From an optimization exercise on the open Yosys and OpenROAD flow, aimed at small area; shortcuts taken in it are not production practice.
RTL that was checked went through simulation tests only; none was proved equivalent to the original.
Power is estimated from default activity; no workload was simulated.

## systolic_array_4x4
module systolic_array_4x4
(
    input  logic       clk,
    input  logic       rst,
    input  logic       start_signal,
    input  logic       wen,
    input  logic [7:0] inp_north0,
    input  logic [7:0] inp_north1,
    input  logic [7:0] inp_north2,
    input  logic [7:0] inp_north3,
    input  logic [7:0] inp_west0,
    input  logic [7:0] inp_west1,
    input  logic [7:0] inp_west2,
    input  logic [7:0] inp_west3,
    output logic [4:0] count,
    output logic [7:0] activation_result12,
    output logic [7:0] activation_result13,
    output logic [7:0] activation_result14,
    output logic [7:0] activation_result15
);
Size in the first run: about 3000 cells after synthesis, ~480 flip-flops.
Settings: LEC_CHECK=0, CAP_MARGIN=20, CORE_MARGIN=2, CORE_UTILIZATION=40, CTS_BUF_LIST=sky130_fd_sc_hd__clkbuf_16, CTS_CLUSTER_DIAMETER=100, CTS_CLUSTER_SIZE=30, GPL_TIMING_DRIVEN=0, SLEW_MARGIN=20, SYNTH_HIERARCHICAL=1, SYNTH_MINIMUM_KEEP_SIZE=0; clock period 7.0 ns.
standard.sh (not shown) runs the stock make flow with config.mk's settings and CLKGATE_MAP_FILE= SYNTH_SCRIPT=/design/flow/synth_recipe.tcl, a recipe that flattens the netlist after the stock synthesis.
==> flow/flow/run.sh <==
#!/bin/bash
set -euo pipefail
bash standard.sh \
  'BUFFER_PORTS_ARGS=-buffer_cell sky130_fd_sc_hd__buf_1' \
  'CTS_ARGS=-sink_clustering_enable -repair_clock_nets -buf_list sky130_fd_sc_hd__clkbuf_16 -sink_clustering_size 30 -sink_clustering_max_diameter 100 -dont_use_dummy_load' \
  finish > standard.log 2>&1
Change:
==> flow/run.sh (new file) <==
#!/bin/bash
# synth_recipe.tcl (not shown) runs the flow's synth.tcl, then flattens the netlist and writes it again
# the make line also repeats each setting of config.mk as NAME=value (left out here)
make -C /OpenROAD-flow-scripts/flow DESIGN_CONFIG=/design/flow/config.mk WORK_HOME=/design/flow/orfs CLKGATE_MAP_FILE= SYNTH_SCRIPT=/design/flow/synth_recipe.tcl finish
removed: flow/flow/run.sh
removed: flow/standard.sh
Effect: The changed run completed without violations. Hold slack gets better by 0.023 ns. Sequential share of layout area falls by 0.58 points. Clock-buffer cell count went up by 1. Cell area came out higher by 2.2%. Die area stays the same. Register-to-register slack barely changes. Synthesized area stays the same. Routed wire length stays flat. Cell count increases by 0.46%. Setup slack improved by 0.0072 ns. Core utilization climbs by 0.94 points.
No run of this note included a check of the RTL's function; only the layout flow was run.

========
== exp/quartz ==
systolic_array_4x4, a different RTL version from the one above (not shown whole).
For scale: about 2800 cells after synthesis, about 480 flip-flops, roughly 110 I/O pins, roughly 36000 um2 of cells after synthesis.
==> flow/config.mk <==
export PLATFORM = sky130hd
export DESIGN_NAME = systolic_array_4x4
export DESIGN_NICKNAME = systolic_array_4x4
export VERILOG_FILES = /design/flow/design.v
export SDC_FILE = /design/flow/constraint.sdc
export NUM_CORES = 4
export LEC_CHECK = 0
export CAP_MARGIN = 20
export CORE_MARGIN = 2
export CORE_UTILIZATION = 40
export CTS_BUF_LIST = sky130_fd_sc_hd__clkbuf_16
export CTS_CLUSTER_DIAMETER = 100
export CTS_CLUSTER_SIZE = 30
export GPL_TIMING_DRIVEN = 0
export SLEW_MARGIN = 20
export SYNTH_HIERARCHICAL = 1
export SYNTH_MINIMUM_KEEP_SIZE = 0
==> flow/constraint.sdc <==
create_clock -name core_clock -period 7.0 [get_ports {clk}]
set_input_delay 1.4000 -clock core_clock [delete_from_list [all_inputs] [get_ports {clk}]]
set_output_delay 1.4000 -clock core_clock [all_outputs]
set_load 0.01 [all_outputs]
==> flow/flow/run.sh <==
#!/bin/bash
set -euo pipefail
bash standard.sh \
  'BUFFER_PORTS_ARGS=-buffer_cell sky130_fd_sc_hd__buf_1' \
  'CTS_ARGS=-sink_clustering_enable -repair_clock_nets -buf_list {sky130_fd_sc_hd__clkbuf_8 sky130_fd_sc_hd__clkbuf_16} -sink_clustering_size 30 -sink_clustering_max_diameter 100 -dont_use_dummy_load' \
  finish > standard.log 2>&1
Here is what was changed in the inputs of exp/ember compared with exp/quartz.
Settings: CORE_UTILIZATION changed from 40 to 50.
==> flow/flow/run.sh <==
#!/bin/bash
set -euo pipefail
bash standard.sh \
  'BUFFER_PORTS_ARGS=-buffer_cell sky130_fd_sc_hd__buf_1' \
  'CTS_ARGS=-sink_clustering_enable -repair_clock_nets -buf_list sky130_fd_sc_hd__clkbuf_16 -sink_clustering_size 30 -sink_clustering_max_diameter 100 -dont_use_dummy_load' \
  finish > standard.log 2>&1
### Flow results
- Looking at maximum clock rate, exp/ember sits about 1.1% below exp/quartz.
- exp/ember against exp/quartz: total non-filler cell area in the finished layout now smaller; non-clock buffer count now larger; power density over the cells now larger.
- Looking at end point of the critical path, the res0[2] result is from exp/ember; the res0[3] one comes from exp/quartz.
- In exp/ember the post-placement setup slack turned out 47 ps higher than in exp/quartz.
- Compared exp/quartz against exp/ember; power in combinational cells within noise.
> inputs changed (exp/ember -> exp/juniper)
Settings: changing CORE_UTILIZATION from 50 to 40.
==> flow/flow/run.sh <==
#!/bin/bash
set -euo pipefail
bash standard.sh \
  'BUFFER_PORTS_ARGS=-buffer_cell sky130_fd_sc_hd__buf_1' \
  'CTS_ARGS=-sink_clustering_enable -repair_clock_nets -buf_list sky130_fd_sc_hd__clkbuf_8 -sink_clustering_size 22 -sink_clustering_max_diameter 70 -dont_use_dummy_load' \
  finish > standard.log 2>&1
Results
The final layout from exp/juniper, which completed every stage, passed the timing, DRC and antenna checks at the end of the flow. Between exp/ember and exp/juniper, the difference in area share of fa/ha/maj cells after synthesis is negligible. | count of hold-fix buffers inserted at cts | exp/ember vs exp/juniper | ≈ equal |. Higher number of ordinary and repair buffers in the finished layout among exp/ember and exp/juniper: exp/ember. Lower proportion of power drawn by the clock network among exp/ember and exp/juniper: exp/juniper. First element of the critical path: ac2_2[4] -> exp/ember, wl10[1] -> exp/juniper. Relative to exp/ember, the final critical delay including setup and external delays of exp/juniper is lower by 78 ps. Against exp/ember, exp/juniper reports a clock transition at the registers of the reported paths that is higher. The met2 track utilization from global routing in exp/juniper was lower than what exp/ember gave. Summary: with exp/ember as the reference, cell area after placement in exp/juniper moved up slightly.
Modified inputs, exp/willow compared to exp/juniper
Settings: a change of CORE_UTILIZATION from 40 to 35.
==> flow/flow/run.sh <==
#!/bin/bash
set -euo pipefail
bash standard.sh \
  'BUFFER_PORTS_ARGS=-buffer_cell sky130_fd_sc_hd__buf_1' \
  'CTS_ARGS=-sink_clustering_enable -repair_clock_nets -buf_list sky130_fd_sc_hd__clkbuf_16 -sink_clustering_size 30 -sink_clustering_max_diameter 100 -dont_use_dummy_load' \
  finish > standard.log 2>&1
exp/willow vs exp/juniper: cell row count up by a little under 10%. Worst-case setup slack after placement in exp/willow vs exp/juniper: down 130 ps. Compare exp/willow and exp/juniper | sequential cell area share lower: exp/willow. For clock-pin slew on the worst setup and hold paths, exp/juniper and exp/willow come out practically identical. Diff exp/juniper -> exp/willow | global placement routability congestion | increase of 2.6%. The flow did not stop early for exp/willow: all stages ran, and the layout cleared the timing, DRC and antenna checks. Compared with exp/juniper, in exp/willow area enclosed by the die boundary rose by 13000 um2, clock tree skew after final layout has increased, clock share of power moved up. Of exp/willow and exp/juniper, the run reporting the lower clock-buffer cell count was exp/willow. Total of cells resized after clock tree synthesis in exp/willow vs exp/juniper: up 5. Destination of the critical timing path = res0[4]: exp/willow; destination of the critical timing path = res0[0]: exp/juniper. Compared with exp/juniper, exp/willow ends up with more cell area.

-- what the ideal ports hide --
In the flow no input, the clock included, has a driving cell. The finished layouts below were timed again as built, in two steps. Step 1 assumes that a clkbuf_16 drives the clock port and a buf_2 every other input. Step 2, shift: input delay + t, output delay - t, t = (earliest + latest rising clock arrival at the registers) / 2. This alone moves slack from input paths to output paths. a / b / c = ideal ports / drivers / drivers and shift; a / b = the first two.
run	t, ns	setup WS [ns]	worst setup path after step 2	worst data-port slew with drivers (ns)
the first run of note 1	0.625	0.274 / 0.274 / 0.274	register to register	0.09
the second run of note 1	0.653	0.282 / 0.282 / 0.282	register to register	0.10
exp/quartz	0.668	0.254 / 0.254 / 0.254	register to register	0.07
exp/ember	0.629	0.178 / 0.178 / 0.178	register to register	0.05
exp/juniper	0.704	0.257 / 0.257 / 0.257	register to register	0.09
exp/willow	0.696	0.141 / 0.141 / 0.141	register to register	0.08
After both steps setup and hold are still met in every run listed.
